Source: an optimization exercise on an open RTL-to-GDS flow (aim: small area). Production flows keep margins and buffers that such runs may drop.
At most, simulation tests tie the RTL to the original design; equivalence was not proved.
Power and IR drop assume default switching activity.

Setup of amber:
==> module nand2_g, before the edit <==
module nand2_g (input logic a, b, output logic y);
    assign y = ~(a & b);
endmodule
==> module or2_g, before the edit <==
module or2_g (input logic a, b, output logic y);
    assign y = a | b;
endmodule
==> module xor2_g, before the edit <==
module xor2_g (input logic a, b, output logic y);
    assign y = a ^ b;
endmodule
==> module a21oi_g, before the edit <==
module a21oi_g (input logic a1, a2, b1, output logic y);
    assign y = ~((a1 & a2) | b1);
endmodule
==> module o21ai_g, before the edit <==
module o21ai_g (input logic a1, a2, b1, output logic y);
    assign y = ~((a1 | a2) & b1);
endmodule
==> module o31ai_g, before the edit <==
module o31ai_g (input logic a1, a2, a3, b1, output logic y);
    assign y = ~((a1 | a2 | a3) & b1);
endmodule
==> module o2bb2ai_g, before the edit <==
module o2bb2ai_g (input logic a1, a2, b1, b2, output logic y);
    assign y = ~((~a1 | ~a2) & (b1 | b2));
endmodule
==> module mux2i_g, before the edit <==
module mux2i_g (input logic a, b, s, output logic y);
    assign y = ~(s ? b : a);
endmodule
==> module hex_segments, before the edit <==
module hex_segments (
    input  logic [3:0]           nibble,
    output io_pkg::seg_pattern_t cs
);
    logic x0, x1, x2, x3;
    assign {x3, x2, x1, x0} = nibble;
    seg_bit #(.TT(16'h2812)) u_s0 (.x(nibble), .y(cs[0]));
    logic s1a, s1b, s1s;
    nand2_g u_s1a (.a(x1), .b(x3), .y(s1a));
    o31ai_g u_s1b (.a1(x1), .a2(x0), .a3(x3), .b1(x2), .y(s1b));
    o21ai_g u_s1s (.a1(x3), .a2(x1), .b1(x0), .y(s1s));
    mux2i_g u_s1  (.a(s1a), .b(s1b), .s(s1s), .y(cs[1]));
    seg_bit #(.TT(16'hd004)) u_s2 (.x(nibble), .y(cs[2]));
    logic s3a, s3b, s3s;
    o21ai_g u_s3a (.a1(x0), .a2(x3), .b1(x1), .y(s3a));
    or2_g   u_s3b (.a(x1), .b(x3), .y(s3b));
    xor2_g  u_s3s (.a(x0), .b(x2), .y(s3s));
    mux2i_g u_s3  (.a(s3a), .b(s3b), .s(s3s), .y(cs[3]));
    seg_bit #(.TT(16'h02ba)) u_s4 (.x(nibble), .y(cs[4]));
    logic s5a, s5b, s5c;
    nand2_g   u_s5a (.a(x0), .b(x1), .y(s5a));
    xor2_g    u_s5b (.a(x2), .b(x3), .y(s5b));
    o2bb2ai_g u_s5c (.a1(x3), .a2(x1), .b1(x1), .b2(x0), .y(s5c));
    a21oi_g   u_s5  (.a1(s5a), .a2(s5b), .b1(s5c), .y(cs[5]));
    seg_bit #(.TT(16'h1083)) u_s6 (.x(nibble), .y(cs[6]));
    assign cs[7] = 1'b1;
endmodule
export LEC_CHECK = 0
export CAP_MARGIN = 0
export CORE_MARGIN = 2
export CORE_UTILIZATION = 40
export SLEW_MARGIN = 0
export SYNTH_HIERARCHICAL = 1
export BUFFER_PORTS_ARGS = -buffer_cell sky130_fd_sc_hd__buf_1
export CTS_ARGS = -sink_clustering_enable -repair_clock_nets -sink_clustering_size 18 -sink_clustering_max_diameter 90 -buf_list sky130_fd_sc_hd__clkbuf_8 -dont_use_dummy_load
create_clock -name core_clock -period 15.0 [get_ports {clk}]
standard.sh (not shown) runs the stock make flow with config.mk's settings and CLKGATE_MAP_FILE= SYNTH_SCRIPT=/design/flow/synth_recipe.tcl, a recipe that flattens the netlist after the stock synthesis.
==> flow/flow/run.sh <==
#!/bin/bash
set -euo pipefail
cd "$(dirname "$0")/.."
cat >> config.mk <<'EOC'
export BUFFER_PORTS_ARGS = -buffer_cell sky130_fd_sc_hd__buf_1
export CTS_ARGS = -sink_clustering_enable -repair_clock_nets -sink_clustering_size 18 -sink_clustering_max_diameter 90 -buf_list sky130_fd_sc_hd__clkbuf_8 -dont_use_dummy_load
EOC
bash standard.sh synth > synth.log 2>&1
bash standard.sh > layout.log 2>&1
The inputs of garnet differ from those of amber as listed below.
diff --git a/flow/design.v b/flow/design.v
--- a/flow/design.v
+++ b/flow/design.v
@@ -433,56 +433,18 @@
             if (TT[n]) y = y | (x == 4'(n));
         end
     end
 endmodule
-module nand2_g (input logic a, b, output logic y);
-    assign y = ~(a & b);
-endmodule
-module or2_g (input logic a, b, output logic y);
-    assign y = a | b;
-endmodule
-module xor2_g (input logic a, b, output logic y);
-    assign y = a ^ b;
-endmodule
-module a21oi_g (input logic a1, a2, b1, output logic y);
-    assign y = ~((a1 & a2) | b1);
-endmodule
-module o21ai_g (input logic a1, a2, b1, output logic y);
-    assign y = ~((a1 | a2) & b1);
-endmodule
-module o31ai_g (input logic a1, a2, a3, b1, output logic y);
-    assign y = ~((a1 | a2 | a3) & b1);
-endmodule
-module o2bb2ai_g (input logic a1, a2, b1, b2, output logic y);
-    assign y = ~((~a1 | ~a2) & (b1 | b2));
-endmodule
-module mux2i_g (input logic a, b, s, output logic y);
-    assign y = ~(s ? b : a);
-endmodule
 module hex_segments (
     input  logic [3:0]           nibble,
     output io_pkg::seg_pattern_t cs
 );
-    logic x0, x1, x2, x3;
-    assign {x3, x2, x1, x0} = nibble;
     seg_bit #(.TT(16'h2812)) u_s0 (.x(nibble), .y(cs[0]));
-    logic s1a, s1b, s1s;
-    nand2_g u_s1a (.a(x1), .b(x3), .y(s1a));
-    o31ai_g u_s1b (.a1(x1), .a2(x0), .a3(x3), .b1(x2), .y(s1b));
-    o21ai_g u_s1s (.a1(x3), .a2(x1), .b1(x0), .y(s1s));
-    mux2i_g u_s1  (.a(s1a), .b(s1b), .s(s1s), .y(cs[1]));
+    seg_bit #(.TT(16'hd860)) u_s1 (.x(nibble), .y(cs[1]));
     seg_bit #(.TT(16'hd004)) u_s2 (.x(nibble), .y(cs[2]));
-    logic s3a, s3b, s3s;
-    o21ai_g u_s3a (.a1(x0), .a2(x3), .b1(x1), .y(s3a));
-    or2_g   u_s3b (.a(x1), .b(x3), .y(s3b));
-    xor2_g  u_s3s (.a(x0), .b(x2), .y(s3s));
-    mux2i_g u_s3  (.a(s3a), .b(s3b), .s(s3s), .y(cs[3]));
+    seg_bit #(.TT(16'h8492)) u_s3 (.x(nibble), .y(cs[3]));
     seg_bit #(.TT(16'h02ba)) u_s4 (.x(nibble), .y(cs[4]));
-    logic s5a, s5b, s5c;
-    nand2_g   u_s5a (.a(x0), .b(x1), .y(s5a));
-    xor2_g    u_s5b (.a(x2), .b(x3), .y(s5b));
-    o2bb2ai_g u_s5c (.a1(x3), .a2(x1), .b1(x1), .b2(x0), .y(s5c));
-    a21oi_g   u_s5  (.a1(s5a), .a2(s5b), .b1(s5c), .y(cs[5]));
+    seg_bit #(.TT(16'h208e)) u_s5 (.x(nibble), .y(cs[5]));
     seg_bit #(.TT(16'h1083)) u_s6 (.x(nibble), .y(cs[6]));
     assign cs[7] = 1'b1;
 endmodule
 module seg_scan_display (
==> run notes <==
garnet reached the final stage; the timing, DRC and antenna checks on its layout passed. There was hardly any difference in multi-input gate share of the layout cell area between garnet and amber. Total power of amber is on par with garnet. [compare] base=amber new=garnet: wire length of the first global-routing pass shows a reduction of 0.62%, final cell count did not really move, design area about even.
Function not checked in garnet: the RTL went through the layout flow alone.

## branch tundra
Another version of the RTL of debug_io_top (not shown whole).
For scale: about 2200 cells after synthesis, ~760 I/O pins, about 27000 um2 of cells after synthesis.
==> module button_debouncer, before the edit <==
module button_debouncer #(
    parameter int DEBOUNCE_LEN = 8
) (
    input  logic clk,
    input  logic rst,
    input  logic scan_tick,
    input  logic btn,
    output logic btn_clean
);
    localparam int CW = (DEBOUNCE_LEN < 2)  ? 1 : (DEBOUNCE_LEN < 4)   ? 2 :
                        (DEBOUNCE_LEN < 8)  ? 3 : (DEBOUNCE_LEN < 16)  ? 4 :
                        (DEBOUNCE_LEN < 32) ? 5 : (DEBOUNCE_LEN < 64)  ? 6 :
                        (DEBOUNCE_LEN < 128) ? 7 : 8;
    logic [CW-1:0] run_q;
    always_ff @(posedge clk or posedge rst) begin
        if (rst) begin
            run_q <= '0;
        end else if (scan_tick) begin
            if (!btn) begin
                run_q <= '0;
            end else if (!run_q[CW-1]) begin
                run_q <= run_q + CW'(1);
            end
        end
    end
    assign btn_clean = run_q[CW-1];
endmodule
Settings: LEC_CHECK=0, CAP_MARGIN=20, CORE_MARGIN=2, CORE_UTILIZATION=40, SLEW_MARGIN=20, SYNTH_HIERARCHICAL=1, BUFFER_PORTS_ARGS=-buffer_cell sky130_fd_sc_hd__buf_1, CTS_ARGS=-sink_clustering_enable -repair_clock_nets -sink_clustering_size 18 -sink_clustering_max_diameter 60 -buf_list sky130_fd_sc_hd__clkbuf_8 -dont_use_dummy_load; clock period 15.0 ns.
==> flow/flow/run.sh <==
#!/bin/bash
set -euo pipefail
cd "$(dirname "$0")/.."
cat >> config.mk <<'EOC'
export BUFFER_PORTS_ARGS = -buffer_cell sky130_fd_sc_hd__buf_1
export CTS_ARGS = -sink_clustering_enable -repair_clock_nets -sink_clustering_size 18 -sink_clustering_max_diameter 60 -buf_list sky130_fd_sc_hd__clkbuf_8 -dont_use_dummy_load
EOC
bash standard.sh synth > synth.log 2>&1
bash standard.sh > layout.log 2>&1
Relative to branch tundra, the following input files were edited for branch delta:
-- flow/design.v --
<<< branch tundra, line 134
    output logic btn_clean
);
    localparam int CW = (DEBOUNCE_LEN < 2)  ? 1 : (DEBOUNCE_LEN < 4)   ? 2 :
                        (DEBOUNCE_LEN < 8)  ? 3 : (DEBOUNCE_LEN < 16)  ? 4 :
                        (DEBOUNCE_LEN < 32) ? 5 : (DEBOUNCE_LEN < 64)  ? 6 :
                        (DEBOUNCE_LEN < 128) ? 7 : 8;
    logic [CW-1:0] run_q;
    always_ff @(posedge clk or posedge rst) begin
>>> branch delta, line 134
    output logic btn_clean
);
    localparam int CW = $clog2(DEBOUNCE_LEN + 1);
    logic [CW-1:0] run_q;
    always_ff @(posedge clk or posedge rst) begin
<<< branch tundra, line 145
            if (!btn) begin
                run_q <= '0;
            end else if (!run_q[CW-1]) begin
                run_q <= run_q + CW'(1);
            end
        end
    end
    assign btn_clean = run_q[CW-1];
endmodule
`default_nettype wire
>>> branch delta, line 142
            if (!btn) begin
                run_q <= '0;
            end else if (run_q != CW'(DEBOUNCE_LEN)) begin
                run_q <= run_q + CW'(1);
            end
        end
    end
    assign btn_clean = (run_q == CW'(DEBOUNCE_LEN));
endmodule
`default_nettype wire
### Flow results
Async set-reset flop share out of synthesis came out exactly the same in branch delta and branch tundra. Any difference in fraction of power consumed by combinational cells between branch tundra and branch delta is small enough to ignore. Comparing branch delta and branch tundra, total internal power is lower on branch tundra. Post-synth net total delta (branch delta -> branch tundra): insignificant. On non-clock buffer count, the lower figure sits with branch delta, not branch tundra.
Function not checked in branch delta: the RTL went through the layout flow alone.

debug_io_top again, from the RTL that the note above started with.
==> module field_decode, before the edit <==
module field_decode #(
    parameter int NF = 11,
    parameter logic [5*NF-1:0] CODES = '0
) (
    input  logic          seen,
    input  logic [4:0]    field_sel,
    input  logic          word_half,
    output logic [NF-1:0] f_lo,
    output logic [NF-1:0] f_hi,
    output logic [5:0]    f_nar
);
    always_comb begin
        for (int i = 0; i < NF; i++) begin
            f_lo[i] = seen && field_sel == CODES[5*i +: 5] && !word_half;
            f_hi[i] = seen && field_sel == CODES[5*i +: 5] &&  word_half;
        end
        f_nar[0] = seen && field_sel == 5'd2  && !word_half;
        f_nar[1] = seen && field_sel == 5'd4  && !word_half;
        f_nar[2] = seen && field_sel == 5'd12 && !word_half;
        f_nar[3] = seen && field_sel == 5'd8  && !word_half;
        f_nar[4] = seen && field_sel == 5'd11 && !word_half;
        f_nar[5] = seen && field_sel == 5'd14 && !word_half;
    end
endmodule
==> flow/config.mk <==
export PLATFORM = sky130hd
export DESIGN_NAME = debug_io_top
export DESIGN_NICKNAME = debug_io_top
export VERILOG_FILES = /design/flow/design.v
export SDC_FILE = /design/flow/constraint.sdc
export NUM_CORES = 4
export LEC_CHECK = 0
export CAP_MARGIN = 20
export CORE_MARGIN = 2
export CORE_UTILIZATION = 40
export SLEW_MARGIN = 20
export SYNTH_HIERARCHICAL = 1
export BUFFER_PORTS_ARGS = -buffer_cell sky130_fd_sc_hd__buf_1
export CTS_ARGS = -sink_clustering_enable -repair_clock_nets -sink_clustering_size 18 -sink_clustering_max_diameter 90 -buf_list sky130_fd_sc_hd__clkbuf_8 -dont_use_dummy_load
==> flow/constraint.sdc <==
create_clock -name core_clock -period 15.0 [get_ports {clk}]
set_input_delay 3.0000 -clock core_clock [delete_from_list [all_inputs] [get_ports {clk}]]
set_output_delay 3.0000 -clock core_clock [all_outputs]
set_load 0.01 [all_outputs]
==> flow/flow/run.sh <==
#!/bin/bash
set -euo pipefail
cd "$(dirname "$0")/.."
cat >> config.mk <<'EOC'
export BUFFER_PORTS_ARGS = -buffer_cell sky130_fd_sc_hd__buf_1
export CTS_ARGS = -sink_clustering_enable -repair_clock_nets -sink_clustering_size 18 -sink_clustering_max_diameter 90 -buf_list sky130_fd_sc_hd__clkbuf_8 -dont_use_dummy_load
EOC
bash standard.sh synth > synth.log 2>&1
bash standard.sh > layout.log 2>&1
Edit:
--- a/flow/design.v
+++ b/flow/design.v
@@ -245,6 +245,12 @@
     end
     assign y = ~&n;
 endmodule
+module nor2_g (
+    input  logic a, b,
+    output logic y
+);
+    assign y = ~(a | b);
+endmodule
 module field_decode #(
     parameter int NF = 11,
     parameter logic [5*NF-1:0] CODES = '0
@@ -256,18 +262,25 @@
     output logic [NF-1:0] f_hi,
     output logic [5:0]    f_nar
 );
+    logic [7:0] hi_n;    
+    logic [7:0] lo_n;    
     always_comb begin
-        for (int i = 0; i < NF; i++) begin
-            f_lo[i] = seen && field_sel == CODES[5*i +: 5] && !word_half;
-            f_hi[i] = seen && field_sel == CODES[5*i +: 5] &&  word_half;
+        for (int j = 0; j < 8; j++) begin
+            hi_n[j] = ~(seen && {word_half, field_sel[4:3]} == 3'(j));
+            lo_n[j] = ~(field_sel[2:0] == 3'(j));
         end
-        f_nar[0] = seen && field_sel == 5'd2  && !word_half;
-        f_nar[1] = seen && field_sel == 5'd4  && !word_half;
-        f_nar[2] = seen && field_sel == 5'd12 && !word_half;
-        f_nar[3] = seen && field_sel == 5'd8  && !word_half;
-        f_nar[4] = seen && field_sel == 5'd11 && !word_half;
-        f_nar[5] = seen && field_sel == 5'd14 && !word_half;
     end
+    for (genvar i = 0; i < NF; i++) begin : g_full
+        localparam logic [4:0] C = CODES[5*i +: 5];
+        nor2_g u_lo (.a(hi_n[{1'b0, C[4:3]}]), .b(lo_n[C[2:0]]), .y(f_lo[i]));
+        nor2_g u_hi (.a(hi_n[{1'b1, C[4:3]}]), .b(lo_n[C[2:0]]), .y(f_hi[i]));
+    end
+    nor2_g u_n0 (.a(hi_n[0]), .b(lo_n[2]), .y(f_nar[0]));
+    nor2_g u_n1 (.a(hi_n[0]), .b(lo_n[4]), .y(f_nar[1]));
+    nor2_g u_n2 (.a(hi_n[1]), .b(lo_n[4]), .y(f_nar[2]));
+    nor2_g u_n3 (.a(hi_n[1]), .b(lo_n[0]), .y(f_nar[3]));
+    nor2_g u_n4 (.a(hi_n[1]), .b(lo_n[3]), .y(f_nar[4]));
+    nor2_g u_n5 (.a(hi_n[1]), .b(lo_n[6]), .y(f_nar[5]));
 endmodule
 module trace_select (
     input  logic                               clk,
What happened: Power barely changes. Global-route usage came out lower by 0.15 points. Synthesized cell count barely changes. Die area barely changes. Setup slack degrades by 0.31 ns. Design area barely changes. Maximum frequency goes down by 3.3%. Sequential share of layout area is about the same. Clock power rose by about 2%. Area after synthesis hardly moves. Clock skew grows by 0.029 ns.
No functional check of the RTL was part of the second run of this note.

-- separate check: timing with driven ports --
The flow's constraints put no driver on any port. The routed layouts listed below were extracted and timed again, unchanged, in two steps.
Step 1 sets driving cells, clkbuf_16 on the clock port and buf_2 on the other inputs (assumed; they add their load-dependent delay and slew).
Step 2, shift: input delay + t, output delay - t, t = (earliest + latest rising clock arrival at the registers) / 2. This alone moves slack from input paths to output paths.
Slacks: ideal / step 1 / step 2; pairs: ideal / step 1.
run	shift t [ns]	setup WS [ns]	latest minus earliest clock arrival (ns)	slew at the worst register clock pin (ns)
amber	0.722	5.631 / 5.511 / 5.511	0.065 / 0.065	0.12 / 0.12
garnet	0.712	5.464 / 5.375 / 5.375	0.067 / 0.067	0.12 / 0.12
branch tundra	0.719	5.941 / 5.824 / 5.824	0.086 / 0.086	0.12 / 0.12
branch delta	0.737	5.719 / 5.621 / 5.621	0.102 / 0.102	0.11 / 0.11
the first run of note 3	0.713	5.862 / 5.740 / 5.740	0.051 / 0.051	0.12 / 0.12
the second run of note 3	0.713	5.555 / 5.463 / 5.463	0.071 / 0.070	0.12 / 0.12
After both steps setup and hold are still met in every run listed. The setup slack of the first run of note 3, which loses most, moves by -0.122 ns with the drivers and by -0.122 ns with both steps.
